What follows belongs to an exercise in optimizing a design on an open flow for small area; a production flow would make more cautious choices.
RTL that was checked went through simulation tests only; none was proved equivalent to the original.
Function not checked in run 2: the RTL went through the layout flow alone.
No activity file was given, so power comes from the tool's default toggle rates.

==> flow/design.v <==
`timescale 1ns / 1ps
package bsr_pkg;
   localparam logic [7:0]  SIG_B = 8'h42;
   localparam logic [7:0]  SIG_M = 8'h4D;
   localparam logic [15:0] SCREEN_WIDTH_RST  = 16'd320;
   localparam logic [15:0] SCREEN_HEIGHT_RST = 16'd240;
   localparam logic [2:0] KIND_PIXEL      = 3'd0;
   localparam logic [2:0] KIND_BAD_SIG    = 3'd1;
   localparam logic [2:0] KIND_BAD_DEPTH  = 3'd2;
   localparam logic [2:0] KIND_OFF_SCREEN = 3'd3;
   localparam logic [2:0] KIND_BAD_OFFSET = 3'd4;
   localparam logic [1:0] PH_DONE   = 2'd0;
   localparam logic [1:0] PH_HEADER = 2'd1;
   localparam logic [1:0] PH_SKIP   = 2'd2;
   localparam logic [1:0] PH_PIXEL  = 2'd3;
endpackage
`timescale 1ns / 1ps
module bsr_csr (
   input  logic        clock,
   input  logic        reset,
   input  logic        csr_valid,
   output logic        csr_ready,
   input  logic [1:0]  csr_index,
   input  logic [15:0] csr_wdata,
   output logic [15:0] origin_x,
   output logic [15:0] origin_y,
   output logic        off_screen
);
   logic [15:0] ox_ff, oy_ff, sw_ff, sh_ff;
   assign csr_ready = 1'b1;
   always_ff @(posedge clock) begin
      if (reset) begin
         ox_ff <= '0;
         oy_ff <= '0;
         sw_ff <= bsr_pkg::SCREEN_WIDTH_RST;
         sh_ff <= bsr_pkg::SCREEN_HEIGHT_RST;
      end else if (csr_valid) begin
         case (csr_index)
            2'd0:    ox_ff <= csr_wdata;
            2'd1:    oy_ff <= csr_wdata;
            2'd2:    sw_ff <= csr_wdata;
            default: sh_ff <= csr_wdata;
         endcase
      end
   end
   assign origin_x = ox_ff;
   assign origin_y = oy_ff;
   function automatic logic ge16(input logic [15:0] a, input logic [15:0] b);
      logic ge;
      integer i;
      ge = 1'b1;
      for (i = 0; i < 16; i++) ge = (a[i] != b[i]) ? a[i] : ge;
      ge16 = ge;
   endfunction
   assign off_screen = (!ox_ff[15] && ge16(ox_ff, sw_ff)) ||
                       (!oy_ff[15] && ge16(oy_ff, sh_ff));
endmodule
`timescale 1ns / 1ps
module bsr_parser (
   input  logic        clock,
   input  logic        reset,
   input  logic        req_tvalid,
   output logic        req_tready,
   input  logic [7:0]  req_tdata,
   input  logic        req_tuser,
   output logic        rsp_tvalid,
   input  logic        rsp_tready,
   output logic [55:0] rsp_tdata,
   output logic [2:0]  rsp_tuser,
   output logic        rsp_tlast,
   input  logic [15:0] origin_x,
   input  logic [15:0] origin_y,
   input  logic        off_screen
);
   logic [1:0]  phase_ff, phase_in;
   logic [4:0]  pos_ff, pos_in;
   logic [31:0] cnt_ff, cnt_in;
   logic [15:0] wid_ff, wid_in;
   logic [15:0] col_ff, col_in;
   logic        valid_ff;
   logic        advance, emit;
   logic [7:0]  b;
   logic [16:0] low_inc;
   logic [15:0] high_inc;
   logic        high_cin;
   logic [15:0] height;
   logic        at_30;
   logic        off_lt30;
   logic        row_end;
   logic        is_err;
   logic [17:0] px, py;
   assign b = req_tdata;
   function automatic logic [17:0] add18(input logic [15:0] a, input logic [15:0] d);
      logic [17:0] s;
      logic        c;
      integer      i;
      c = 1'b0;
      for (i = 0; i < 16; i++) begin
         s[i] = a[i] ^ d[i] ^ c;
         c    = (a[i] ^ d[i]) ? c : a[i];
      end
      s[16] = a[15] ^ c;
      s[17] = a[15] ^ (a[15] & c);
      add18 = s;
   endfunction
   assign req_tready = !valid_ff || rsp_tready;
   assign advance    = req_tvalid && req_tready;
   assign height = {col_ff[10:5], col_ff[15:14], col_ff[4:0], col_ff[13:11]};
   assign low_inc  = {1'b0, cnt_ff[15:0]} + 17'd1;
   assign high_cin = (phase_ff == bsr_pkg::PH_PIXEL) ? pos_ff[4] : low_inc[16];
   assign high_inc = cnt_ff[31:16] + {15'd0, high_cin};
   assign at_30    = (cnt_ff == ~32'd30);
   assign off_lt30 = (&cnt_ff[31:5]) && (cnt_ff[4:1] != 4'd0);
   assign row_end = (low_inc[15:0] == wid_ff);
   always_comb begin
      phase_in = phase_ff;
      pos_in   = pos_ff;
      cnt_in   = cnt_ff;
      wid_in   = wid_ff;
      col_in   = col_ff;
      emit     = 1'b0;
      if (req_tuser) begin
         phase_in = bsr_pkg::PH_HEADER;
         pos_in   = 5'd1;
         if (off_screen) begin
            phase_in = bsr_pkg::PH_DONE;
            emit     = 1'b1;
            pos_in   = {2'b00, bsr_pkg::KIND_OFF_SCREEN};
         end else if (b != bsr_pkg::SIG_B) begin
            phase_in = bsr_pkg::PH_DONE;
            emit     = 1'b1;
            pos_in   = {2'b00, bsr_pkg::KIND_BAD_SIG};
         end
      end else begin
         case (phase_ff)
            bsr_pkg::PH_HEADER: begin
               pos_in = pos_ff + 5'd1;
               case (pos_ff)
                  5'd1: if (b != bsr_pkg::SIG_M) begin
                     phase_in = bsr_pkg::PH_DONE;
                     emit     = 1'b1;
                     pos_in   = {2'b00, bsr_pkg::KIND_BAD_SIG};
                  end
                  5'd10: cnt_in[7:0]   = ~b;
                  5'd11: cnt_in[15:8]  = ~b;
                  5'd12: cnt_in[23:16] = ~b;
                  5'd13: cnt_in[31:24] = ~b;
                  5'd18: wid_in[7:0]   = b;
                  5'd19: wid_in[15:8]  = b;
                  5'd22: begin
                     col_in[4:0]   = b[7:3];
                     col_in[13:11] = b[2:0];
                  end
                  5'd23: begin
                     col_in[10:5]  = b[7:2];
                     col_in[15:14] = b[1:0];
                  end
                  5'd28: if (b != 8'd24) pos_in = 5'd30;
                  5'd29, 5'd30: begin
                     cnt_in = {high_inc, low_inc[15:0]};
                     pos_in = 5'b10000;
                     if (pos_ff[1] || b != 8'd0) begin
                        phase_in = bsr_pkg::PH_DONE;
                        emit     = 1'b1;
                        pos_in   = {2'b00, bsr_pkg::KIND_BAD_DEPTH};
                     end else if (off_lt30) begin
                        phase_in = bsr_pkg::PH_DONE;
                        emit     = 1'b1;
                        pos_in   = {2'b00, bsr_pkg::KIND_BAD_OFFSET};
                     end else if (wid_ff == '0 || height == '0) begin
                        phase_in = bsr_pkg::PH_DONE;
                     end else if (at_30) begin
                        phase_in      = bsr_pkg::PH_PIXEL;
                        cnt_in[31:16] = ~height;
                     end else begin
                        phase_in = bsr_pkg::PH_SKIP;
                     end
                  end
                  default: ;
               endcase
            end
            bsr_pkg::PH_SKIP: begin
               cnt_in = {high_inc, low_inc[15:0]};
               pos_in = 5'b10000;
               if (at_30) begin
                  phase_in      = bsr_pkg::PH_PIXEL;
                  cnt_in[31:16] = ~height;
               end
            end
            bsr_pkg::PH_PIXEL: begin
               if (pos_ff[3:2] != 2'd0) begin
                  pos_in[3:2] = pos_ff[3:2] - 2'd1;
               end else begin
                  case (pos_ff[1:0])
                     2'd0: begin
                        col_in[4:0] = b[7:3];
                        pos_in      = 5'b00001;
                        cnt_in      = {high_inc, pos_ff[4] ? 16'd0 : low_inc[15:0]};
                     end
                     2'd1: begin
                        col_in[10:5] = b[7:2];
                        pos_in       = 5'b00010;
                     end
                     default: begin
                        col_in[15:11] = b[7:3];
                        emit          = 1'b1;
                        pos_in        = 5'b00000;
                        if (row_end) begin
                           if (&cnt_ff[31:16]) begin
                              phase_in = bsr_pkg::PH_DONE;
                           end else begin
                              pos_in = {1'b1, wid_ff[1:0], 2'b00};
                           end
                        end
                     end
                  endcase
               end
            end
            default: ;
         endcase
      end
   end
   always_ff @(posedge clock) begin
      if (reset) begin
         phase_ff <= bsr_pkg::PH_DONE;
         valid_ff <= 1'b0;
      end else begin
         if (advance) begin
            phase_ff <= phase_in;
            valid_ff <= emit;
         end else if (rsp_tready) begin
            valid_ff <= 1'b0;
         end
      end
   end
   always_ff @(posedge clock) begin
      if (advance) begin
         pos_ff <= pos_in;
         cnt_ff <= cnt_in;
         wid_ff <= wid_in;
         col_ff <= col_in;
      end
   end
   assign is_err = (phase_ff == bsr_pkg::PH_DONE) && (pos_ff[2:0] != 3'd0);
   assign px     = add18(origin_x, cnt_ff[15:0]);
   assign py     = add18(origin_y, ~cnt_ff[31:16]);
   assign rsp_tvalid = valid_ff;
   assign rsp_tdata  = is_err ? 56'd0 : {4'd0, col_ff, py, px};
   assign rsp_tuser  = (phase_ff == bsr_pkg::PH_DONE) ? pos_ff[2:0] : 3'd0;
   assign rsp_tlast  = (phase_ff == bsr_pkg::PH_DONE) && (pos_ff[2:0] == 3'd0);
endmodule
`timescale 1ns / 1ps
module bmp24_stream_to_rgb565 (
   input  logic                  clock,
   input  logic                  reset,
   input  logic                  req_tvalid,
   output logic                  req_tready,
   input  logic [7:0]            req_tdata,    
   input  logic                  req_tuser,    
   output logic                  rsp_tvalid,
   input  logic                  rsp_tready,
   output logic [55:0]           rsp_tdata,    
   output logic [2:0]            rsp_tuser,    
   output logic                  rsp_tlast,
   input  logic                  csr_valid,
   output logic                  csr_ready,
   input  logic [1:0]            csr_index,
   input  logic [15:0]           csr_wdata
);
   logic [15:0] origin_x, origin_y;
   logic        off_screen;
   bsr_csr u_csr (
      .clock      (clock),
      .reset      (reset),
      .csr_valid  (csr_valid),
      .csr_ready  (csr_ready),
      .csr_index  (csr_index),
      .csr_wdata  (csr_wdata),
      .origin_x   (origin_x),
      .origin_y   (origin_y),
      .off_screen (off_screen)
   );
   bsr_parser u_parser (
      .clock      (clock),
      .reset      (reset),
      .req_tvalid (req_tvalid),
      .req_tready (req_tready),
      .req_tdata  (req_tdata),
      .req_tuser  (req_tuser),
      .rsp_tvalid (rsp_tvalid),
      .rsp_tready (rsp_tready),
      .rsp_tdata  (rsp_tdata),
      .rsp_tuser  (rsp_tuser),
      .rsp_tlast  (rsp_tlast),
      .origin_x   (origin_x),
      .origin_y   (origin_y),
      .off_screen (off_screen)
   );
endmodule
==> flow/flow/run.sh <==
#!/bin/bash
# The standard layout (standard.sh), with plain buf_1 cells as the port
# buffers and no CTS dummy loads; each tool's output is in orfs/logs.
export BUFFER_PORTS_ARGS="-buffer_cell sky130_fd_sc_hd__buf_1"
export CTS_ARGS="-sink_clustering_enable -repair_clock_nets -buf_list sky130_fd_sc_hd__clkbuf_8 -dont_use_dummy_load"
bash standard.sh > standard.log 2>&1
==> flow/standard.sh <==
#!/bin/bash
# synth_recipe.tcl (not shown) runs the flow's synth.tcl, then flattens the netlist and writes it again
# the make line also repeats each setting of config.mk as NAME=value (left out here)
make -C /OpenROAD-flow-scripts/flow DESIGN_CONFIG=/design/flow/config.mk WORK_HOME=/design/flow/orfs CLKGATE_MAP_FILE= SYNTH_SCRIPT=/design/flow/synth_recipe.tcl "${@:-finish}"
==> flow/config.mk <==
export PLATFORM = sky130hd
export DESIGN_NAME = bmp24_stream_to_rgb565
export DESIGN_NICKNAME = bmp24_stream_to_rgb565
export VERILOG_FILES = /design/flow/design.v
export SDC_FILE = /design/flow/constraint.sdc
export NUM_CORES = 4
export LEC_CHECK = 0
export CAP_MARGIN = 20
export CORE_MARGIN = 2
export CORE_UTILIZATION = 70
export CTS_BUF_LIST = sky130_fd_sc_hd__clkbuf_8
export SLEW_MARGIN = 20
==> flow/constraint.sdc <==
create_clock -name core_clock -period 5.0 [get_ports {clock}]
set_input_delay 1.0000 -clock core_clock [delete_from_list [all_inputs] [get_ports {clock}]]
set_output_delay 1.0000 -clock core_clock [all_outputs]
set_load 0.01 [all_outputs]
==> impl_metrics.toml, run 1 <==
[timing]
fin_crit_ns = 4.85
hold_viol_final = 0
final-setup-viol-count = 0
worst_pin_slew_ns = 1.12
min_period_over_period = 0.971
slew_violations = 0
setup_tns_ns = 0
clock_skew_ns = 0.0339
maxSlewHeadroom = 0.250
fmax_mhz = 206

[cells_and_area]
final_util = 0.772
num_antenna_cells = 0
n_fill_cell = 981
stdcell_area_um2 = 9700
layout-drive-gt1-share = 0.0571
fin_nets = 1221
syn_to_final_growth_pct = 7.72

[placement]
dp_hpwl_um = 18300
routabilityCongestion = 0.953
portBuffers = 89
place_area_um2 = 9390

[synth]
ys_warn_count = 2
yosysMostFrequentCell = "nand2_1"
synth_edf_count = 69
yosysTopAreaCellShare = 0.230
synthTopCellsByArea = "edfxtp_1 23%, dfxtp_1 15%, nand2_1 8.4%, xnor2_1 5.7%, a21oi_1 5.1%"
async_flop_share = 0
ys.flop_type = "edfxtp_1"
syn_area_um2 = 9010
avgSynthCellArea_um2 = 8.09
yosysUniqueCellTypes = 65
syn_inst = 1113
ys_seq_area_frac = 0.379
synthTopCellsByCount = "202 x nand2_1, 92 x a21oi_1, 88 x nor2_1"
ys_seq_elements = 136
post-synth-top-area-cell = "edfxtp_1"

[setup_path]
critPathCaptureType = "primary output"
required_ns = 4.00
arrival_ns = 3.85
critPathKind = "register to primary output"
crit_fanout = 2
startpoint = "u_parser.cnt_ff[0]"
start_kind = "register"
regToRegStartpoint = "u_parser.cnt_ff[1]"

[drt]
wire_per_inst_um = 18.4
ant_nets = 0
vias = 8360
initialDrtViolationCount = 934
drt_pre_antenna_iters = 6
drc_errors = 0
vias_per_cell = 6.22
drt_wl_total_um = 24800

[clock_network]
numCtsBuffers = 17
tritoncts = "yes"
cts-root-buf = "clkbuf_8"
h-tree-depth = 4
cts_buffer_depth = 2
clk_pin_slew_ns = 0.06
cts_hold_buffers = 0
clk-insertion-delay-late_ns = 0.47
clock_sinks = 136

[global_routing]
globalRouteTotalUtil = 0.362
grt_pass1_vias = 7782
globalRouteOverflowTotal = 0
grt_pass1_wl_um = 39400
grt_max_degree = 46
antenna_found_initial = 0

[pwr]
p_seq_frac = 0.556
pwr-share-clk = 0.296
p_sw_w = 0.000610
internal_power_w = 0.00162
peakVddDrop_mv = 0.198
combPwrFrac = 0.148
p_leak_nw = 3.38
sw_frac_of_total = 0.273
powerDensity_nw_per_um2 = 230

[run]
maxCapViolations = 0

[floorplan]
die_w_um = 117
rows = 41
die-area_um2 = 13800
core_area_um2 = 12600
die_h_um = 117
initial_core_util = 0.717
io-pin-count = 95

[status]
status = "no timing/DRC/antenna violations"

[hold_path]
hold_path.class = "register to register"
hp-start = "u_csr.sw_ff[3]"
worst max-delay path, cell delays in order (launching register included):
cell	delay, ns
edfxtp_1	0.40
ha_2	0.21
maj3_2	0.33
maj3_2	0.34
maj3_2	0.33
o211a_1	0.27
o21ai_4	0.15
o21ai_2	0.10
maj3_2	0.33
maj3_2	0.37
a21oi_2	0.13
ha_1	0.23
nor2_1	0.09
buf_2	0.13
cells by family after synthesis:
logic type	count (synthesis)	share of synthesized area
simple gates	504	0.267
xor+xnor	94	0.102
mux	6	0.00695
buf+inv	104	0.0460
fa+ha+maj	31	0.0390
flops	136	0.379
compound gates	236	0.159
other cells	2	0.000834
sequential cells by signal, summed over array words and instances, names as in the netlist:
name	flops
u_parser.cnt_ff	32
u_csr.ox_ff	16
u_csr.oy_ff	16
u_csr.sh_ff	16
u_csr.sw_ff	16
u_parser.col_ff	16
u_parser.wid_ff	16
u_parser.pos_ff	5
u_parser.phase_ff	2
u_parser.valid_ff	1
what timing repair did:
| action | 4_1_cts | 5_1_grt |
|---|---|---|
| gates resized for setup | 1 | 11 |
| buffers inserted | 2 | 2 |
| pin swaps | 2 | 5 |
| setup endpoints to repair | 1 | 3 |
per-layer routing:
metal	global-route usage	wire length [µm]	vias up
met2	0.589	11300	445
li1	-	-	3991
met1	0.462	9950	3834
met5	0	0	-
met4	0.170	1220	0
met3	0.0788	2350	90
final timing paths:
check | cells past startpoint | end | slack [ns]
max | 13 | rsp_tdata[16] | 0.15
max reg2reg | 13 | u_parser.cnt_ff[30] | 1.11
min | 2 | u_csr.sw_ff[3] | 0.46
min reg2reg | 2 | u_csr.sw_ff[3] | 0.46
layout make-up:
| type | instances | area, µm² | area share |
|---|---|---|---|
| Clock buffer | 17 | 234 | 0.0241 |
| Inverter | 39 | 146 | 0.0151 |
| Multi-Input combinational cell | 876 | 5240 | 0.540 |
| Sequential cell | 136 | 3410 | 0.352 |
| Tap cell | 172 | 215 | 0.0222 |
| Timing Repair Buffer | 105 | 457 | 0.0471 |
per-stage QoR:
stage / total power [W] / instances / hold WS, ns / setup WS, ns
2_1_floorplan: 0.00147 / 1116 / 0.436 / 0.603
4_1_cts: 0.00222 / 1343 / 0.459 / 0.0307
3_3_place_gp: 0.00158 / 1324 / 0.446 / 0.530
3_5_place_dp: 0.00158 / 1324 / 0.451 / 0.412
5_1_grt: 0.00231 / 1345 / 0.486 / -0.00491
6_report: 0.00223 / 1345 / 0.456 / 0.146
power by group through the flow:
stage | sequential [W] | clock, W | combinational (W)
after global placement | 0.00126 | 0 | 0.000316
after detailed placement | 0.00126 | 0 | 0.000320
after global routing | 0.00124 | 0.000705 | 0.000363
after CTS | 0.00124 | 0.000664 | 0.000323
after floorplan | 0.00124 | 0 | 0.000227
final | 0.00124 | 0.000660 | 0.000330
cells in the final DEF, fill, tap and decap left out, types with 17 or more instances in the layout:
cell        n
nand2_1   202
a21oi_1    91
nor2_1     88
buf_1      87
edfxtp_1   69
dfxtp_1    67
xnor2_1    59
o21ai_0    51
inv_1      39
nor2b_1    35
nand3_1    31
and2_1     30
xor2_1     28
nand2b_1   25
nor3_1     25
o22ai_1    20
nor4_1     18
clkbuf_8   17
==> run 2: changes to the inputs <==
--- a/flow/design.v
+++ b/flow/design.v
@@ -82,6 +82,7 @@
    logic [7:0]  b;
    logic [16:0] low_inc;
    logic [15:0] high_inc;
+   logic [16:0] high_sum;
    logic        high_cin;
    logic [15:0] height;
    logic        at_30;
@@ -90,6 +91,18 @@
    logic        is_err;
    logic [17:0] px, py;
    assign b = req_tdata;
+   function automatic logic [16:0] inc16(input logic [15:0] a, input logic ci);
+      logic [16:0] s;
+      logic        c;
+      integer      i;
+      c = ci;
+      for (i = 0; i < 16; i++) begin
+         s[i] = a[i] ^ c;
+         c    = a[i] & c;
+      end
+      s[16] = c;
+      inc16 = s;
+   endfunction
    function automatic logic [17:0] add18(input logic [15:0] a, input logic [15:0] d);
       logic [17:0] s;
       logic        c;
@@ -106,9 +119,10 @@
    assign req_tready = !valid_ff || rsp_tready;
    assign advance    = req_tvalid && req_tready;
    assign height = {col_ff[10:5], col_ff[15:14], col_ff[4:0], col_ff[13:11]};
-   assign low_inc  = {1'b0, cnt_ff[15:0]} + 17'd1;
-   assign high_cin = (phase_ff == bsr_pkg::PH_PIXEL) ? pos_ff[4] : low_inc[16];
-   assign high_inc = cnt_ff[31:16] + {15'd0, high_cin};
+   assign low_inc  = inc16(cnt_ff[15:0], 1'b1);
+   assign high_cin = (phase_ff == bsr_pkg::PH_PIXEL) ? pos_ff[4] : (&cnt_ff[15:0]);
+   assign high_sum = inc16(cnt_ff[31:16], high_cin);
+   assign high_inc = high_sum[15:0];
    assign at_30    = (cnt_ff == ~32'd30);
    assign off_lt30 = (&cnt_ff[31:5]) && (cnt_ff[4:1] != 4'd0);
    assign row_end = (low_inc[15:0] == wid_ff);
==> run 2 against run 1 <==
Against the previous run: synthesized area shrank 0.97%; clock power increased by 0.9%; register-to-register slack got worse by 0.90 ns; worst hold slack better by 0.0025 ns; global-route usage is 0.27 points lower; maximum frequency grew 0.38%; wire length increased by 0.30%; largest power group unchanged; non-clock buffer count up 11.
==> impl_metrics.toml, run 2 <==
[synth]
avgSynthCellArea_um2 = 8.06
yosysUniqueCellTypes = 67
synthTopCellsByCount = "211 x nand2_1, 142 x a21oi_1, 97 x nor2_1"
syn_area_um2 = 8920
ys_seq_elements = 136
ys.flop_type = "edfxtp_1"
syn_inst = 1106
synthTopCellsByArea = "edfxtp_1 23%, dfxtp_1 15%, nand2_1 8.9%, a21oi_1 8.0%, ha_1 5.5%"
post-synth-top-area-cell = "edfxtp_1"
ys_warn_count = 2
yosysTopAreaCellShare = 0.232
async_flop_share = 0
yosysMostFrequentCell = "nand2_1"
synth_edf_count = 69
ys_seq_area_frac = 0.383

[cells_and_area]
stdcell_area_um2 = 9750
final_cells = 1350
regMostFlops = "u_parser.cnt_ff"
layout-drive-gt1-share = 0.0705
num_antenna_cells = 0
final_common_cell = "nand2_1"
largest_reg_flops = 32
fin_nets = 1251
syn_to_final_growth_pct = 9.34
final_cell_mix = "211 x nand2_1, 142 x a21oi_1, 96 x nor2_1"

[setup_path]
regToRegStartpoint = "u_parser.cnt_ff[0]"
arrival_ns = 3.84
cp_slowest_stage_delay_ns = 0.40
critPathSlowestCell = "edfxtp_1"
rrSetupSlack_ns = 0.21
crit_fanout = 5
critPathKind = "register to primary output"
required_ns = 4.00
start_kind = "register"
crit_chain = "buf_6, ha_2, maj3_2, maj3_2, maj3_2, maj3_2, maj3_2, maj3_2, maj3_2, xnor2_2, nor2_1, buf_2"
worstRegToRegCells = 23
critPathCaptureType = "primary output"
cp_common_cell = "maj3_2"
reg2reg_to = "u_parser.phase_ff[1]"

[placement]
numPlacedInstances = 1329
routabilityCongestion = 0.959
portBuffers = 89
place_area_um2 = 9400
dp_hpwl_um = 18100

[pwr]
peakVddDrop_mv = 0.234
internal_power_w = 0.00162
powerDensity_nw_per_um2 = 230
sw_frac_of_total = 0.276
p_seq_frac = 0.550
pwr-share-clk = 0.297
p_leak_nw = 3.60
combPwrFrac = 0.153
total_power_w = 0.00224
p_sw_w = 0.000620

[hold_path]
hp-start = "u_csr.sw_ff[7]"
worstHoldEndpoint = "u_csr.sw_ff[7]"
hold_path.class = "register to register"
hold_path_depth = 2

[run]
maxCapViolations = 0

[global_routing]
globalRouteOverflowTotal = 0
grt_pass1_vias = 7344
grt_max_degree = 70
grt_pass1_wl_um = 37300
globalRouteTotalUtil = 0.359
antenna_found_initial = 0

[clock_network]
cts_buffer_depth = 2
numCtsBuffers = 17
h-tree-depth = 4
clk-insertion-delay-late_ns = 0.46
cts-root-buf = "clkbuf_8"
tritoncts = "yes"
clock_sinks = 136
clk_pin_slew_ns = 0.07

[drt]
drc_errors = 0
drt_pre_antenna_iters = 5
wire_per_inst_um = 18.4
drt_wl_total_um = 24900
vias = 8491
vias_per_cell = 6.29
ant_nets = 0
initialDrtViolationCount = 913

[timing]
worst_pin_slew_ns = 1.00
slew_violations = 0
hold_ws_ns = 0.458
min_period_over_period = 0.967
hold_viol_final = 0
fmax_mhz = 207
setup_tns_ns = 0
final-setup-viol-count = 0
clock_skew_ns = 0.0203
fin_crit_ns = 4.84
maxSlewHeadroom = 0.329

[floorplan]
die_h_um = 117
initial_core_util = 0.713
core_area_um2 = 12500
io-pin-count = 95
rows = 41
die_w_um = 117
die-area_um2 = 13700

[status]
status = "no timing/DRC/antenna violations"
-- run 2: metrics by stage --
stage,setup WS [ns],util
2_1_floorplan,0.372,-
3_3_place_gp,0.240,0.751
3_5_place_dp,0.0436,0.751
4_1_cts,0.0196,0.769
5_1_grt,-0.0180,0.779
6_report,0.164,0.779
-- run 2: power by group through the flow --
stage | Combinational [W] | Clock, W | Sequential (W)
global placement | 0.000325 | 0 | 0.00126
floorplan | 0.000229 | 0 | 0.00124
finish | 0.000344 | 0.000666 | 0.00123
CTS | 0.000332 | 0.000660 | 0.00123
global route | 0.000377 | 0.000709 | 0.00124
detailed placement | 0.000330 | 0 | 0.00126
-- run 2: critical path: cells and delay by family (launching register included) --
kind | cells | cell delay (ns)
xor gates and xnor gates | 1 | 0.14
DFF | 1 | 0.40
buffers and inverters | 2 | 0.30
and+or+nand+nor | 1 | 0.08
adders and majority gates | 8 | 2.48
-- run 2: cells by family (layout without fill, tap and decap cells) --
kind of cell	Yosys count	in the layout	synth area share
simple gates	462	462	0.236
fa+ha+maj	58	58	0.0770
buf+inv	104	173	0.0459
other cells	2	5	0.000842
flops	136	136	0.383
xor+xnor	69	69	0.0678
compound gates	271	271	0.186
mux	4	4	0.00449
-- run 2: what timing repair did --
action / 4_1_cts / 5_1_grt
buffers inserted: 0 / 3
resized for setup: 0 / 20
hold buffers: 0 / 0
setup endpoints to repair: 0 / 11
-- run 2: per-layer routing --
layer  wire (µm)  up-vias  global-route usage  part of all wire
met2       11500      441               0.581              0.46
met4        1050        0               0.154             0.042
li1            -     4012                   -                 -
met1       10100     3954               0.464              0.41
met3        2200       84              0.0860             0.088
met5           0        -                   0                 0
-- run 2: how the worst max path moves through the flow --
stage,to,from,depth (start not counted)
final,rsp_tdata[8],u_parser.cnt_ff[0],12
after global routing,u_parser.cnt_ff[31],u_parser.cnt_ff[0],23
after CTS,rsp_tdata[8],u_parser.cnt_ff[0],12
after detailed placement,u_parser.phase_ff[0],u_parser.cnt_ff[0],23
after global placement,u_parser.phase_ff[0],u_parser.cnt_ff[0],23
after floorplan,u_parser.phase_ff[0],u_parser.cnt_ff[0],23
-- run 2: layout make-up --
type / instances / area (µm²)
repair buffers: 116 / 543
well taps: 172 / 215
flip-flops and latches: 136 / 3410
fillers: 987 / 2770
multi-input cells: 869 / 5190
clock buffers: 17 / 234
inverters: 40 / 150
==> run 3: changes to the inputs <==
--- a/flow/design.v
+++ b/flow/design.v
@@ -93,14 +93,9 @@
    assign b = req_tdata;
    function automatic logic [16:0] inc16(input logic [15:0] a, input logic ci);
       logic [16:0] s;
-      logic        c;
       integer      i;
-      c = ci;
-      for (i = 0; i < 16; i++) begin
-         s[i] = a[i] ^ c;
-         c    = a[i] & c;
-      end
-      s[16] = c;
+      for (i = 0; i < 16; i++) s[i] = a[i] ^ (ci & ((a & ((16'd1 << i) - 16'd1)) == ((16'd1 << i) - 16'd1)));
+      s[16] = ci & (&a);
       inc16 = s;
    endfunction
    function automatic logic [17:0] add18(input logic [15:0] a, input logic [15:0] d);
@@ -120,7 +115,7 @@
    assign advance    = req_tvalid && req_tready;
    assign height = {col_ff[10:5], col_ff[15:14], col_ff[4:0], col_ff[13:11]};
    assign low_inc  = inc16(cnt_ff[15:0], 1'b1);
-   assign high_cin = (phase_ff == bsr_pkg::PH_PIXEL) ? pos_ff[4] : (&cnt_ff[15:0]);
+   assign high_cin = (phase_ff == bsr_pkg::PH_PIXEL) ? pos_ff[4] : low_inc[16];
    assign high_sum = inc16(cnt_ff[31:16], high_cin);
    assign high_inc = high_sum[15:0];
    assign at_30    = (cnt_ff == ~32'd30);
==> flow/flow/run.sh (replaced) <==
#!/bin/bash
# Layout flow: the standard flow (standard.sh) with these changes.
#  - Synthesis runs the standard flow's synthesis script (synth_recipe.tcl) as
#    flow/synth.tcl, except that abc maps the logic with flow/map.abc, an
#    area-recovering mapping under a delay target, in place of the platform's
#    speed script, and adders are left to abc (ADDER_MAP_FILE empty) rather
#    than mapped to the library's half and full adder cells. Registers are
#    mapped before abc and are left as they are.
#  - The port buffers are plain buf_1 cells.
#  - Clock tree synthesis uses clkbuf_8 cells and no dummy loads.
# Every tool writes its full log under orfs/logs; make's output goes to
# flow.log.
set -euo pipefail
F=$PWD/flow
export MY_ABC_SCRIPT=$F/map.abc
export BUFFER_PORTS_ARGS="-buffer_cell sky130_fd_sc_hd__buf_1"
export CTS_ARGS="-sink_clustering_enable -repair_clock_nets -buf_list sky130_fd_sc_hd__clkbuf_8 -dont_use_dummy_load"
sed "s#SYNTH_SCRIPT=[^ ]*#SYNTH_SCRIPT=$F/synth.tcl ADDER_MAP_FILE=#" standard.sh > flow_standard.sh
grep -q "SYNTH_SCRIPT=$F/synth.tcl" flow_standard.sh
bash flow_standard.sh > flow.log 2>&1
==> flow/flow/map.abc (new file) <==
strash
dch
map -D 1500
strash
dch
map -D 1500
topo
stime -c
==> flow/flow/synth.tcl (new file) <==
proc synth {args} { yosys synth -nofsm -noshare {*}$args }
# map with our own abc script instead of the platform's speed script
proc abc {args} {
  set i [lsearch -exact $args -script]
  if { $i >= 0 } { set args [lreplace $args [expr {$i + 1}] [expr {$i + 1}] $::env(MY_ABC_SCRIPT)] }
  yosys abc {*}$args
}
source $::env(SCRIPTS_DIR)/synth.tcl
# left out here: clear keep_hierarchy, flatten, clean up, hide names made inside functions, write 1_2_yosys.v
==> run 3 against run 2 <==
Against the previous run: via count is 0.60% lower; still clean on timing, DRC and antenna; clock skew is 0.0016 ns lower; clock-buffer cell count stayed put; sequential power hardly changed; wire length is 2.2% lower; clock power is 0.8% lower; worst setup slack better by 0.34 ns; sequential cell count stayed put; synthesized cell count is 2.7% lower; synthesized area is 11% lower; register-to-register slack better by 1.1 ns; die area is 11% lower.
==> impl_metrics.toml, run 3 <==
[synth]
syn_area_um2 = 7900
ys_seq_area_frac = 0.432
post-synth-top-area-cell = "edfxtp_1"
yosysTopAreaCellShare = 0.262
ys_warn_count = 2
synth_edf_count = 69
syn_inst = 1076
synthTopCellsByCount = "181 x nor2_1, 161 x clkinv_1, 144 x nand2_1"
ys_seq_elements = 136
yosysUniqueCellTypes = 39
avgSynthCellArea_um2 = 7.34
yosysMostFrequentCell = "nor2_1"
ys.flop_type = "edfxtp_1"
async_flop_share = 0
synthTopCellsByArea = "edfxtp_1 26%, dfxtp_1 17%, nor2_1 8.6%, clkinv_1 7.6%, o21ai_0 7.3%"

[timing]
finalWorstSetupSlack_ns = 0.501
worst_pin_slew_ns = 0.980
setup_tns_ns = 0
maxSlewHeadroom = 0.345
fin_crit_ns = 4.50
final-setup-viol-count = 0
hold_viol_final = 0
slew_violations = 0
clock_skew_ns = 0.0188
rsz0062_at_grt = "false"
fmax_mhz = 222
min_period_over_period = 0.900

[clock_network]
numCtsBuffers = 17
clk-insertion-delay-late_ns = 0.46
clock_sinks = 136
clk_pin_slew_ns = 0.07
cts-root-buf = "clkbuf_8"
tritoncts = "yes"
h-tree-depth = 4
cts_buffer_depth = 2
cts_setup_buffers = 0
cts_hold_buffers = 0
post_cts_resized = 0

[setup_path]
critPathCaptureType = "primary output"
worstRegToRegCells = 14
start_kind = "register"
crit_fanout = 6
reg2reg_to = "u_parser.cnt_ff[29]"
arrival_ns = 3.50
rrSetupSlack_ns = 1.28
critPathKind = "register to primary output"
required_ns = 4.00
regToRegStartpoint = "u_parser.cnt_ff[0]"

[pwr]
powerDensity_nw_per_um2 = 247
p_leak_nw = 3.04
peakVddDrop_mv = 0.275
total_power_w = 0.00215

[drt]
initialDrtViolationCount = 1222
drt_wl_total_um = 24300
drc_errors = 0
wire_per_inst_um = 18.4
drt_pre_antenna_iters = 8
vias_per_cell = 6.37
vias = 8440
ant_nets = 0

[floorplan]
core_area_um2 = 10900
initial_core_util = 0.723
rows = 38
die_w_um = 110
io-pin-count = 95
die-area_um2 = 12200
die_h_um = 110

[placement]
routabilityCongestion = 0.996
dp_hpwl_um = 18600
portBuffers = 89
place_ws_ns = 0.863

[global_routing]
antenna_found_initial = 0
grt_pass1_vias = 7458
globalRouteOverflowTotal = 0
grt_max_degree = 40
globalRouteTotalUtil = 0.410
grt_pass1_wl_um = 37200

[cells_and_area]
fin_nets = 1219
final_cell_mix = "180 x nor2_1, 161 x clkinv_1, 144 x nand2_1"
syn_to_final_growth_pct = 9.90
largest_reg_flops = 32
num_antenna_cells = 0
regMostFlops = "u_parser.cnt_ff"
final_common_cell = "nor2_1"
layout-drive-gt1-share = 0.0363
final_util = 0.794

[hold_path]
worstHoldEndpoint = "u_csr.sh_ff[2]"
hold_path_depth = 2
hp-start = "u_csr.sh_ff[2]"
hold_path.class = "register to register"

[run]
maxCapViolations = 0

[status]
status = "no timing/DRC/antenna violations"
==> run 3: changes by cell type after synthesis, sizes merged, moves of 31 or more <==
cell	change
a21oi	-50
ha	-39
nand3	+40
clkinv	+161
xnor2	-32
and2	-31
clkbuf	-54
o21ai	+83
nand2	-67
nor2	+84
inv	-40
==> run 3: final cells by class <==
type	instances	area [µm²]
well taps	140	175
multi-input cells	777	3880
repair buffers	94	372
clock buffers	17	234
fillers	805	2250
flip-flops and latches	136	3410
inverters	161	604
==> run 3: metrics by stage <==
stage	instances	hold WS, ns	cell area (µm²)
2_1_floorplan	1079	0.431	7910
3_3_place_gp	1308	0.448	8430
3_5_place_dp	1308	0.455	8430
4_1_cts	1325	0.470	8670
5_1_grt	1325	0.503	8680
6_report	1325	0.478	8680
==> run 3: cells by family (layout without fill, tap and decap cells) <==
group,count (synthesis),in the layout,share of synthesized area
AND/OR/NAND/NOR,458,458,0.249
AO/OA/AOI/OAI,289,289,0.209
flip-flops,136,136,0.432
buffers and inverters,166,272,0.0812
XOR/XNOR,25,25,0.0277
other,2,5,0.000950
==> run 3: report_power, final <==
group | internal [W] | switching, W
combinational | 0.0000799 | 0.000177
clock | 0.000298 | 0.000363
sequential | 0.00120 | 0.0000272
total | 0.00158 | 0.000567
==> run 3: worst max-delay path, cell delays in order, from the launching register on <==
cell	delay, ns
edfxtp_1	0.44
clkinv_1	0.09
nand2_1	0.09
nand3_1	0.12
nand3_1	0.13
nand3_1	0.13
nand3_1	0.17
nand3_1	0.14
a31oi_2	0.23
o211ai_1	0.13
nand3_1	0.10
nand3_1	0.12
a31oi_1	0.25
o211ai_1	0.19
a21oi_2	0.31
nand4_1	0.13
o21ai_0	0.10
buf_1	0.17
==> run 3: worst max-delay path by stage <==
stage | from | cells past startpoint | end | slack, ns
after CTS | u_parser.cnt_ff[1] | 17 | rsp_tdata[16] | 0.35
final | u_parser.cnt_ff[1] | 17 | rsp_tdata[16] | 0.50
after global routing | u_parser.cnt_ff[1] | 17 | rsp_tdata[16] | 0.07
after detailed placement | u_parser.cnt_ff[1] | 17 | rsp_tdata[16] | 0.86
after global placement | u_parser.cnt_ff[1] | 17 | rsp_tdata[16] | 1.02
after floorplan | u_parser.phase_ff[1] | 6 | rsp_tdata[16] | 1.02
==> run 3: metal layers <==
| layer | GRT usage | wire length, µm | share of wire |
|---|---|---|---|
| met4 | 0.222 | 1410 | 0.058 |
| met2 | 0.653 | 11000 | 0.45 |
| met5 | 0 | 0 | 0 |
| met3 | 0.112 | 2780 | 0.11 |
| met1 | 0.508 | 9140 | 0.38 |
==> run 4: changes to the inputs <==
==> flow/flow/map.abc (replaced) <==
strash
&get -n
&deepsyn -T 60
&put
dch
map -D 2000
strash
dch
map -D 2000
topo
stime -c
==> run 4 against run 3 <==
Against the previous run: still clean; wire length decreased by 7.2%; total power fell by 2.3%; clock power barely moved; clock skew fell by 0.0043 ns; via count is 6.1% lower; critical endpoint is now rsp_tdata[15]; largest power group unchanged.
==> impl_metrics.toml, run 4 <==
[cells_and_area]
syn_to_final_growth_pct = 11.2
final_common_cell = "clkinv_1"
layout-drive-gt1-share = 0.0465
fin_nets = 1152
final_cell_mix = "200 x clkinv_1, 140 x nor2_1, 134 x nand2_1"
num_antenna_cells = 0
final_util = 0.809
largest_reg_flops = 32
regMostFlops = "u_parser.cnt_ff"

[drt]
vias = 7921
wire_per_inst_um = 18.0
drt_pre_antenna_iters = 6
ant_nets = 0
drc_errors = 0
drt_wl_total_um = 22600
initialDrtViolationCount = 1185
vias_per_cell = 6.32

[setup_path]
crit_fanout = 6
critPathSlowestCell = "edfxtp_1"
critPathKind = "register to primary output"
start_kind = "register"
cp_slowest_stage_delay_ns = 0.48
worstRegToRegCells = 17
reg2reg_to = "u_parser.phase_ff[0]"
cp_top_family = "compound AO/OA/AOI/OAI gates"
critPathCaptureType = "primary output"
crit_chain = "inv_2, nor2_2, nand2_1, nand2_1, nand2_1, a31oi_2, o211ai_1, nand3_1, a21oi_2, o21bai_2, a21oi_2, o21bai_2, a21oi_2, o21bai_1, a21boi_2, o21bai_2, nand2_1, o211ai_1, nand2_1, buf_1"
regToRegStartpoint = "u_parser.cnt_ff[0]"
rrSetupSlack_ns = 0.95
cp_common_cell = "nand2_1"
path_buf_inv = 2
required_ns = 4.00
arrival_ns = 3.70

[pwr]
p_leak_nw = 2.89
powerDensity_nw_per_um2 = 249
total_power_w = 0.00210
peakVddDrop_mv = 0.314

[global_routing]
globalRouteOverflowTotal = 0
antenna_found_initial = 0
globalRouteTotalUtil = 0.396
grt_pass1_vias = 6878
grt_max_degree = 41
grt_pass1_wl_um = 34900

[status]
status = "no timing/DRC/antenna violations"

[floorplan]
initial_core_util = 0.727
io-pin-count = 95
die-area_um2 = 11700
die_w_um = 108
rows = 37
die_h_um = 108
core_area_um2 = 10400

[synth]
ys_seq_elements = 136
synthTopCellsByCount = "201 x clkinv_1, 142 x nor2_1, 134 x nand2_1"
synthTopCellsByArea = "edfxtp_1 27%, dfxtp_1 18%, clkinv_1 10%, nor2_1 7.0%, nand2_1 6.6%"
syn_inst = 1003
ys_seq_area_frac = 0.451
ys.flop_type = "edfxtp_1"
async_flop_share = 0
yosysMostFrequentCell = "clkinv_1"
ys_warn_count = 2
yosysUniqueCellTypes = 34
syn_area_um2 = 7570
post-synth-top-area-cell = "edfxtp_1"
synth_edf_count = 69
yosysTopAreaCellShare = 0.274
avgSynthCellArea_um2 = 7.55

[clock_network]
clk-insertion-delay-late_ns = 0.46
clk_pin_slew_ns = 0.07
cts_buffer_depth = 2
cts_hold_buffers = 0
tritoncts = "yes"
clock_sinks = 136
cts-root-buf = "clkbuf_8"
h-tree-depth = 4
numCtsBuffers = 17

[timing]
finalWorstSetupSlack_ns = 0.297
min_period_over_period = 0.941
hold_ws_ns = 0.478
setup_tns_ns = 0
hold_viol_final = 0
slew_violations = 0
worst_pin_slew_ns = 1.03
maxSlewHeadroom = 0.307
clock_skew_ns = 0.0145
fin_crit_ns = 4.70
final-setup-viol-count = 0
fmax_mhz = 213

[hold_path]
worstHoldEndpoint = "u_csr.sh_ff[7]"
hold_path.class = "register to register"
hold_path_depth = 2
hp-start = "u_csr.sh_ff[7]"

[placement]
routabilityCongestion = 0.999
place_ws_ns = 0.481
portBuffers = 89
dp_hpwl_um = 17000

[run]
maxCapViolations = 0
## run 4: worst reg2reg max path, cell delays in order (launching register included)
cell and delay [ns]:
edfxtp_1 0.45, nand3_1 0.16, nor2_1 0.23, nand2_1 0.17
nor4_1 0.63, clkinv_1 0.28, o21ai_0 0.24, nand2_1 0.13
xor2_1 0.14, nand3_1 0.08, a211oi_1 0.36, nand2_1 0.08
o21ai_0 0.23, o311ai_0 0.28, nor2_1 0.15, nand2_1 0.07
o21ai_0 0.16, o21a_1 0.14
## run 4: per-stage QoR
step / area, µm² / cells
floorplan: 7580 / 1006
global placement: 8120 / 1234
detailed placement: 8120 / 1234
CTS: 8370 / 1252
global route: 8420 / 1254
finish: 8420 / 1254
## run 4: timing repair
item                                    4_1_cts  5_1_grt
endpoints found under the setup margin        3        9
pin swaps                                     1        1
setup buffers                                 1        2
resized for setup                             1       17
## run 4: how the worst max path moves through the flow
| stage | from | endpoint | slack, ns | depth (start not counted) |
|---|---|---|---|---|
| after global placement | u_parser.cnt_ff[0] | rsp_tdata[17] | 0.70 | 20 |
| after detailed placement | u_parser.cnt_ff[0] | rsp_tdata[17] | 0.48 | 20 |
| after CTS | u_parser.cnt_ff[0] | rsp_tdata[17] | 0.005 | 20 |
| after floorplan | u_parser.cnt_ff[0] | rsp_tdata[17] | 1.02 | 19 |
| after global routing | u_parser.cnt_ff[0] | rsp_tdata[16] | -0.02 | 20 |
| final | u_parser.cnt_ff[0] | rsp_tdata[15] | 0.30 | 20 |
## run 4: cells by family after synthesis
logic type / Yosys count / synth area share
DFF: 136 / 0.451
AOI/OAI and AO/OA: 246 / 0.198
other: 2 / 0.000992
buffers and inverters: 206 / 0.105
xor gates and xnor gates: 19 / 0.0220
and+or+nand+nor: 394 / 0.224
## run 4: layout make-up
| class | count | area [µm²] |
|---|---|---|
| multi-input combinational | 664 | 3430 |
| sequential | 136 | 3410 |
| fill | 729 | 1990 |
| inverter | 201 | 754 |
| timing repair buffer | 100 | 418 |
| clock buffer | 17 | 234 |
| tap | 136 | 170 |
## run 4: report_power, final
| group | internal [W] | switching, W |
|---|---|---|
| clock network | 0.000298 | 0.000363 |
| registers | 0.00120 | 0.0000213 |
| logic | 0.0000675 | 0.000152 |
## run 4: routing by layer
metal	GRT usage	vias up	part of all wire
met3	0.0820	77	0.12
met1	0.542	3574	0.39
met5	0	-	0
li1	-	3708	-
met2	0.600	562	0.45
met4	0.201	0	0.043
==> run 5: changes to the inputs <==
==> flow/flow/map.abc (replaced) <==
strash
dch
map -D 2000
strash
dch
map -D 2000
topo
stime -c
==> run 5 against run 4 <==
Against the previous run: wire length grew 5.1%; still clean on timing, DRC and antenna; total power grew 2.8%; clock-buffer cell count did not move; clock power up 0.6%; sequential share of layout area down 1.0 points; clock skew is 0.022 ns higher; largest power group unchanged; synthesized cell count is 4.5% higher; via count increased by 3.8%; final cell count increased by 3.9%; maximum frequency is 0.19% higher; combinational power is about 20% higher; final area rose by 2.6%.
==> impl_metrics.toml, run 5 <==
[status]
status = "no timing/DRC/antenna violations"

[setup_path]
cp_top_family = "compound AO/OA/AOI/OAI gates"
start_kind = "register"
cp_slowest_stage_delay_ns = 0.41
critPathSlowestCell = "edfxtp_1"
crit_fanout = 5
critPathCaptureType = "primary output"
regToRegStartpoint = "u_parser.cnt_ff[1]"
required_ns = 4.00
critPathKind = "register to primary output"
rrSetupSlack_ns = 0.95
crit_chain = "clkinv_1, nor2_1, o21ai_0, nand4_1, nand2_1, nor2_1, a21oi_1, nand2_1, o21a_1, nand2_1, nand3_1, nand3_1, a21oi_2, o211ai_1, a31oi_2, o221ai_2, a31oi_2, o21ai_0, a21oi_1, buf_1"
arrival_ns = 3.69
startpoint = "u_parser.cnt_ff[0]"
path_buf_inv = 2
cp_common_cell = "nand2_1"

[floorplan]
rows = 38
die-area_um2 = 12000
die_w_um = 109
die_h_um = 109
io-pin-count = 95
initial_core_util = 0.718
core_area_um2 = 10800

[timing]
fin_crit_ns = 4.69
setup_tns_ns = 0
clock_skew_ns = 0.0370
hold_viol_final = 0
maxSlewHeadroom = 0.314
slew_violations = 0
hold_ws_ns = 0.491
fmax_mhz = 213
finalWorstSetupSlack_ns = 0.306
worst_pin_slew_ns = 1.03
final-setup-viol-count = 0
min_period_over_period = 0.939

[cells_and_area]
final_common_cell = "nor2_1"
num_antenna_cells = 0
syn_to_final_growth_pct = 11.0
n_fill_cell = 830
layout-drive-gt1-share = 0.0456
regMostFlops = "u_parser.cnt_ff"
final_cell_mix = "196 x nor2_1, 160 x clkinv_1, 118 x nand2_1"
fin_nets = 1197
largest_reg_flops = 32

[global_routing]
globalRouteTotalUtil = 0.405
globalRouteOverflowTotal = 0
grt_pass1_vias = 7259
grt_max_degree = 66
grt_pass1_wl_um = 36500
antenna_found_initial = 0

[synth]
yosysMostFrequentCell = "nor2_1"
yosysTopAreaCellShare = 0.266
avgSynthCellArea_um2 = 7.43
yosysUniqueCellTypes = 38
synthTopCellsByCount = "198 x nor2_1, 160 x clkinv_1, 118 x nand2_1"
synth_edf_count = 69
ys_warn_count = 2
ys.flop_type = "edfxtp_1"
post-synth-top-area-cell = "edfxtp_1"
syn_inst = 1048
syn_area_um2 = 7780
ys_seq_area_frac = 0.438
async_flop_share = 0
synthTopCellsByArea = "edfxtp_1 27%, dfxtp_1 17%, nor2_1 9.5%, clkinv_1 7.7%, o21ai_0 7.1%"
ys_seq_elements = 136

[clock_network]
h-tree-depth = 4
tritoncts = "yes"
cts_buffer_depth = 2
clock_sinks = 136
numCtsBuffers = 17
cts-root-buf = "clkbuf_8"
cts_hold_buffers = 0
clk-insertion-delay-late_ns = 0.46
clk_pin_slew_ns = 0.09

[placement]
routabilityCongestion = 1.00
portBuffers = 89
dp_hpwl_um = 17400
place_ws_ns = 0.685

[hold_path]
hp-start = "u_csr.oy_ff[0]"
hold_path.class = "register to register"

[pwr]
peakVddDrop_mv = 0.238
p_leak_nw = 3.00
powerDensity_nw_per_um2 = 249

[drt]
drt_pre_antenna_iters = 6
drt_wl_total_um = 23700
ant_nets = 0
drc_errors = 0
vias_per_cell = 6.31
vias = 8221
initialDrtViolationCount = 1158
wire_per_inst_um = 18.2

[run]
maxCapViolations = 0
run 5: final cells by class:
type	instances	area, µm²	area share
clock buffer	17	234	0.0271
sequential	136	3410	0.395
tap	140	175	0.0203
multi-input combinational	750	3810	0.440
timing repair buffer	100	415	0.0481
inverter	160	601	0.0695
run 5: power by group:
part | switching (W) | internal [W]
sequential | 0.0000247 | 0.00120
clock | 0.000367 | 0.000298
combinational | 0.000179 | 0.0000834
total | 0.000571 | 0.00158
run 5: final timing paths:
check	to	depth (start not counted)
worst min register to register	u_csr.oy_ff[0]	2
worst min-delay path	u_csr.oy_ff[0]	2
worst max-delay path	rsp_tdata[15]	20
worst max register to register	u_parser.cnt_ff[30]	15
run 5: tightest hold or removal path, cell delays in order, from the launching register on:
cell,delay (ns)
dfxtp_1,0.30
clkinv_1,0.08
a21oi_1,0.06
run 5: routing by layer:
layer | up-vias | routed length, µm | global-route usage
met5 | - | 0 | 0
met4 | 0 | 1160 | 0.204
met3 | 96 | 2780 | 0.103
met2 | 570 | 10400 | 0.623
met1 | 3685 | 9350 | 0.533
li1 | 3870 | - | -
run 5: through the flow:
stage	std cells	utilization	power [W]	area (µm²)
2_1_floorplan	1051	-	0.00141	7800
3_3_place_gp	1282	0.768	0.00149	8330
3_5_place_dp	1282	0.769	0.00150	8330
4_1_cts	1299	0.790	0.00213	8570
5_1_grt	1303	0.797	0.00221	8640
6_report	1303	0.797	0.00215	8640
run 5: logic make-up after synthesis:
logic type | synth area share
XOR/XNOR | 0.0248
AND/OR/NAND/NOR | 0.233
buffers and inverters | 0.0820
flip-flops | 0.438
other | 0.000965
AO/OA/AOI/OAI | 0.221
run 5: repair_timing:
| item | in CTS | in global routing |
|---|---|---|
| setup endpoints to repair | 0 | 8 |
| setup buffers | 0 | 3 |
| resized for setup | 0 | 10 |
==> run 6: changes to the inputs <==
==> flow/flow/map.abc (replaced) <==
strash
&get -n
&deepsyn -J 200 -T 600
&put
dch
map -D 2000
strash
dch
map -D 2000
topo
stime -c
==> run 6 against run 5 <==
Against the previous run: still clean on timing, DRC and antenna; clock-buffer cell count is the same; sequential power is essentially flat; maximum frequency shrank 0.19%; global-route usage shrank 0.89 points; synthesized area shrank 2.7%; sequential cell count is the same; via count shrank 3.6%; worst hold slack lost 0.013 ns; total power shrank 2.7%; highest routed layer unchanged.
==> impl_metrics.toml, run 6 <==
[timing]
clock_skew_ns = 0.0145
hold_viol_final = 0
fmax_mhz = 213
final-setup-viol-count = 0
maxSlewHeadroom = 0.307
min_period_over_period = 0.941
worst_pin_slew_ns = 1.03
slew_violations = 0
hold_ws_ns = 0.478
fin_crit_ns = 4.70

[drt]
wire_per_inst_um = 18.0
initialDrtViolationCount = 1185
vias = 7921
vias_per_cell = 6.32
drc_errors = 0
drt_pre_antenna_iters = 6
ant_nets = 0
drt_wl_total_um = 22600

[cells_and_area]
final_common_cell = "clkinv_1"
fin_nets = 1152
n_fill_cell = 729
largest_reg_flops = 32
final_cell_mix = "200 x clkinv_1, 140 x nor2_1, 134 x nand2_1"
stdcell_area_um2 = 8420
layout-drive-gt1-share = 0.0465
num_antenna_cells = 0
syn_to_final_growth_pct = 11.2
final_util = 0.809
final_cells = 1254
regMostFlops = "u_parser.cnt_ff"

[synth]
yosysTopAreaCellShare = 0.274
ys_warn_count = 2
yosysMostFrequentCell = "clkinv_1"
synthTopCellsByCount = "201 x clkinv_1, 142 x nor2_1, 134 x nand2_1"
ys_seq_area_frac = 0.451
async_flop_share = 0
avgSynthCellArea_um2 = 7.55
ys_seq_elements = 136
syn_inst = 1003
syn_area_um2 = 7570
synthTopCellsByArea = "edfxtp_1 27%, dfxtp_1 18%, clkinv_1 10%, nor2_1 7.0%, nand2_1 6.6%"
synth_edf_count = 69
ys.flop_type = "edfxtp_1"
post-synth-top-area-cell = "edfxtp_1"
yosysUniqueCellTypes = 34

[run]
maxCapViolations = 0

[clock_network]
clk-insertion-delay-late_ns = 0.46
clock_sinks = 136
cts-root-buf = "clkbuf_8"
cts_hold_buffers = 0
numCtsBuffers = 17
h-tree-depth = 4
cts_buffer_depth = 2
tritoncts = "yes"
clk_pin_slew_ns = 0.07

[placement]
numPlacedInstances = 1234
routabilityCongestion = 0.999
portBuffers = 89
dp_hpwl_um = 17000
place_area_um2 = 8120

[global_routing]
grt_pass1_vias = 6878
grt_max_degree = 41
globalRouteTotalUtil = 0.396
grt_pass1_wl_um = 34900
antenna_found_initial = 0
globalRouteOverflowTotal = 0

[setup_path]
rrSetupSlack_ns = 0.95
critPathKind = "register to primary output"
start_kind = "register"
crit_fanout = 6
required_ns = 4.00
critPathCaptureType = "primary output"
arrival_ns = 3.70

[floorplan]
io-pin-count = 95
initial_core_util = 0.727
die-area_um2 = 11700
core_area_um2 = 10400
rows = 37
die_h_um = 108
die_w_um = 108

[pwr]
p_leak_nw = 2.89
peakVddDrop_mv = 0.314
powerDensity_nw_per_um2 = 249

[status]
status = "no timing/DRC/antenna violations"

[hold_path]
hold_path.class = "register to register"
run 6: changes by cell type after synthesis, moves of 16 or more:
cell	change
a21oi_1	-31
clkinv_1	+41
nand2_1	+16
nor2_1	-56
o21ai_0	-48
o22ai_1	+48
run 6: cells by family after synthesis:
group / after synthesis / synth area share
buffers and inverters: 206 / 0.105
xor gates and xnor gates: 19 / 0.0220
and+or+nand+nor: 394 / 0.224
AOI/OAI and AO/OA: 246 / 0.198
DFF: 136 / 0.451
other: 2 / 0.000992
run 6: path summary, 6_finish.rpt:
kind,end,from,depth (start not counted)
worst max-delay path,rsp_tdata[15],u_parser.cnt_ff[0],20
worst max register to register,u_parser.phase_ff[0],u_parser.cnt_ff[0],17
worst min-delay path,u_csr.sh_ff[7],u_csr.sh_ff[7],2
worst min register to register,u_csr.sh_ff[7],u_csr.sh_ff[7],2
run 6: power by group:
| group | switching [W] | total, W | leakage [nW] | internal, W |
|---|---|---|---|---|
| Combinational | 0.000152 | 0.000219 | 1.60 | 0.0000675 |
| Sequential | 0.0000213 | 0.00122 | 1.17 | 0.00120 |
| Clock | 0.000363 | 0.000661 | 0.122 | 0.000298 |
| Total | 0.000535 | 0.00210 | 2.89 | 0.00156 |
run 6: worst max-delay path: stages, from the launching register on:
cell and delay, ns:
edfxtp_1 0.48, inv_2 0.15, nor2_2 0.06, nand2_1 0.07
nand2_1 0.08, nand2_1 0.14, a31oi_2 0.13, o211ai_1 0.24
nand3_1 0.18, a21oi_2 0.22, o21bai_2 0.11, a21oi_2 0.20
o21bai_2 0.10, a21oi_2 0.17, o21bai_1 0.12, a21boi_2 0.21
o21bai_2 0.13, nand2_1 0.11, o211ai_1 0.11, nand2_1 0.09
buf_1 0.15
run 6: repair_timing:
item	CTS	global route
setup buffers	1	2
endpoints found under the setup margin	3	9
resized for setup	1	17
pin swaps	1	1
run 6: metrics by stage:
step,setup TNS (ns),worst slack [ns],total power (W)
3_5_place_dp,0,0.481,0.00145
3_3_place_gp,0,0.704,0.00144
6_report,0,0.297,0.00210
4_1_cts,0,0.00471,0.00209
2_1_floorplan,0,1.02,0.00137
5_1_grt,-0.0260,-0.0158,0.00217
run 6: routing by layer:
metal  share of wire  track usage  vias up
met2            0.45        0.600      562
met5               0            0        -
met3            0.12       0.0820       77
met1            0.39        0.542     3574
li1                -            -     3708
met4           0.043        0.201        0
run 6: final cells by class:
type	count	area (µm²)	share of cell area
multi-input combinational	664	3430	0.408
sequential	136	3410	0.405
inverter	201	754	0.0896
clock buffer	17	234	0.0278
timing repair buffer	100	418	0.0496
tap	136	170	0.0202
==> run 7: changes to the inputs <==
--- a/flow/config.mk
+++ b/flow/config.mk
@@ -7,6 +7,6 @@
 export LEC_CHECK = 0
 export CAP_MARGIN = 20
 export CORE_MARGIN = 2
-export CORE_UTILIZATION = 70
+export CORE_UTILIZATION = 76
 export CTS_BUF_LIST = sky130_fd_sc_hd__clkbuf_8
 export SLEW_MARGIN = 20
==> run 7 against run 6 <==
Against the previous run: synthesized cell count is the same; combinational power grew 5%; total power grew 0.57%; non-clock buffer count grew 3; clock skew grew 0.0032 ns; register-to-register slack lost 0.10 ns; critical endpoint is now rsp_tdata[16]; clock power is essentially flat; worst hold slack lost 0.012 ns; wire length grew 8.6%; maximum frequency shrank 2.0%.
==> impl_metrics.toml, run 7 <==
[drt]
ant_nets = 0
drc_errors = 0
drt_wl_total_um = 24500
initialDrtViolationCount = 1256
vias = 8402
wire_per_inst_um = 19.6
drt_pre_antenna_iters = 12
vias_per_cell = 6.70

[clock_network]
cts_hold_buffers = 0
clk_pin_slew_ns = 0.06
h-tree-depth = 4
numCtsBuffers = 17
cts_buffer_depth = 2
cts-root-buf = "clkbuf_8"
clk-insertion-delay-late_ns = 0.45
clock_sinks = 136
tritoncts = "yes"

[synth]
yosysUniqueCellTypes = 34
synth_edf_count = 69
synthTopCellsByCount = "201 x clkinv_1, 142 x nor2_1, 134 x nand2_1"
avgSynthCellArea_um2 = 7.55
yosysTopAreaCellShare = 0.274
syn_inst = 1003
post-synth-top-area-cell = "edfxtp_1"
ys.flop_type = "edfxtp_1"
yosysMostFrequentCell = "clkinv_1"
ys_warn_count = 2
ys_seq_area_frac = 0.451
synthTopCellsByArea = "edfxtp_1 27%, dfxtp_1 18%, clkinv_1 10%, nor2_1 7.0%, nand2_1 6.6%"
async_flop_share = 0
syn_area_um2 = 7570
ys_seq_elements = 136

[floorplan]
core_area_um2 = 9730
io-pin-count = 95
die_w_um = 104
die_h_um = 104
rows = 36
initial_core_util = 0.778
die-area_um2 = 10800

[pwr]
p_leak_nw = 2.90
sw_frac_of_total = 0.259
combPwrFrac = 0.109
p_seq_frac = 0.578
internal_power_w = 0.00156
peakVddDrop_mv = 0.218
powerDensity_nw_per_um2 = 250
p_sw_w = 0.000547
pwr-share-clk = 0.313

[timing]
final-setup-viol-count = 0
clock_skew_ns = 0.0176
hold_ws_ns = 0.465
slew_violations = 0
setup_tns_ns = 0
hold_viol_final = 0
fmax_mhz = 208
fin_crit_ns = 4.80
worst_pin_slew_ns = 0.855
min_period_over_period = 0.960
maxSlewHeadroom = 0.424

[global_routing]
grt_pass1_wl_um = 38100
grt_max_degree = 42
antenna_found_initial = 0
globalRouteTotalUtil = 0.448
grt_pass1_vias = 7607
globalRouteOverflowTotal = 0

[setup_path]
required_ns = 4.00
path_buf_inv = 2
critPathKind = "register to primary output"
arrival_ns = 3.80
cp_top_family = "compound AO/OA/AOI/OAI gates"
critPathSlowestCell = "edfxtp_1"
crit_fanout = 6
cp_common_cell = "nand2_1"
start_kind = "register"
crit_chain = "clkinv_1, nor2_1, nand2_1, nand2_1, nand2_1, a31oi_2, o211ai_1, nand3_1, a21oi_2, o21bai_2, a21oi_2, o21bai_2, a21oi_2, o21bai_2, a21boi_2, o21bai_2, nand2_1, nand3_1, nand2_1, buf_1"
cp_slowest_stage_delay_ns = 0.45
critPathCaptureType = "primary output"

[cells_and_area]
largest_reg_flops = 32
regMostFlops = "u_parser.cnt_ff"
fin_nets = 1155
layout-drive-gt1-share = 0.0491
final_common_cell = "clkinv_1"
n_fill_cell = 559
syn_to_final_growth_pct = 11.5
final_cell_mix = "201 x clkinv_1, 141 x nor2_1, 134 x nand2_1"
num_antenna_cells = 0

[placement]
portBuffers = 89
dp_hpwl_um = 17600
routabilityCongestion = 0.992

[run]
maxCapViolations = 0

[status]
status = "no timing/DRC/antenna violations"

[hold_path]
hold_path.class = "register to register"
[run 7: tightest hold or removal path, delay by kind of cell (launching register included)]
family / cells / cell delay [ns]
AND/OR/NAND/NOR: 1 / 0.05
AO/OA/AOI/OAI: 1 / 0.06
flip-flops: 1 / 0.32
[run 7: cell type report]
type | instances | area, µm² | share of cell area
Multi-Input combinational cell | 664 | 3440 | 0.407
Sequential cell | 136 | 3410 | 0.404
Inverter | 201 | 754 | 0.0893
Timing Repair Buffer | 103 | 440 | 0.0521
Clock buffer | 17 | 234 | 0.0277
Tap cell | 133 | 166 | 0.0197
[run 7: path summary, 6_finish.rpt]
kind / startpoint / to / slack [ns] / depth (start not counted)
max: u_parser.cnt_ff[0] / rsp_tdata[16] / 0.20 / 20
min: u_csr.sw_ff[15] / u_csr.sw_ff[15] / 0.47 / 2
max reg2reg: u_parser.cnt_ff[1] / u_parser.phase_ff[0] / 0.85 / 18
min reg2reg: u_csr.sw_ff[15] / u_csr.sw_ff[15] / 0.47 / 2
[run 7: logic make-up (layout without fill, tap and decap cells)]
family,after synthesis,after routing,share of synthesized area
and+or+nand+nor,394,394,0.224
AOI/OAI and AO/OA,246,246,0.198
buffers and inverters,206,321,0.105
DFF,136,136,0.451
xor gates and xnor gates,19,19,0.0220
other,2,5,0.000992
[run 7: routing by layer]
metal | part of all wire | vias up | global-route usage
li1 | - | 3707 | -
met3 | 0.14 | 183 | 0.0994
met2 | 0.44 | 809 | 0.696
met1 | 0.35 | 3703 | 0.576
met4 | 0.069 | 0 | 0.268
met5 | 0 | - | 0
[run 7: power by group through the flow]
stage / registers (W) / logic, W / clock network, W
final: 0.00122 / 0.000230 / 0.000661
after detailed placement: 0.00124 / 0.000211 / 0
after global placement: 0.00124 / 0.000205 / 0
after CTS: 0.00122 / 0.000215 / 0.000648
after floorplan: 0.00123 / 0.000140 / 0
after global routing: 0.00122 / 0.000246 / 0.000696
[run 7: what timing repair did]
item / in CTS / in global routing
setup endpoints to repair: 4 / 9
endpoints found under the hold margin: 0 / 0
pin swaps: 1 / 4
gates resized for setup: 3 / 14
buffers inserted: 0 / 6
[run 7: through the flow]
step / cells / utilization / cell area [µm²] / worst slack, ns / total power [W]
global placement: 1231 / 0.834 / 8110 / 0.643 / 0.00144
detailed placement: 1231 / 0.834 / 8110 / 0.405 / 0.00145
CTS: 1248 / 0.859 / 8350 / 0.0714 / 0.00208
floorplan: 1006 / - / 7580 / 1.02 / 0.00137
global route: 1254 / 0.868 / 8450 / -0.0204 / 0.00216
finish: 1254 / 0.868 / 8450 / 0.200 / 0.00211

-- separate check: timing with driven ports --
Ports are ideal in the flow. The routed layouts listed here were re-timed in OpenROAD.
Step 1 assumes that a clkbuf_16 drives the clock port and a buf_2 every other input.
Step 2, shift: input delay + t, output delay - t, t = (earliest + latest rising clock arrival at the registers) / 2. This alone moves slack from input paths to output paths.
Slacks: ideal ports / drivers / drivers and shift; pairs: ideal ports / drivers.
run | t, ns | slack for setup (ns) | worst slew at a driven data input, ns
run 1 | 0.487 | 0.146 / 0.107 / 0.594 | 0.03
run 2 | 0.486 | 0.164 / 0.124 / 0.210 | 0.05
run 3 | 0.486 | 0.501 / 0.466 / 0.952 | 0.04
run 4 | 0.491 | 0.297 / 0.261 / 0.753 | 0.03
run 5 | 0.483 | 0.306 / 0.269 / 0.751 | 0.04
run 6 | 0.491 | 0.297 / 0.261 / 0.753 | 0.03
run 7 | 0.479 | 0.200 / 0.166 / 0.645 | 0.04
After both steps setup and hold are still met in every run listed.
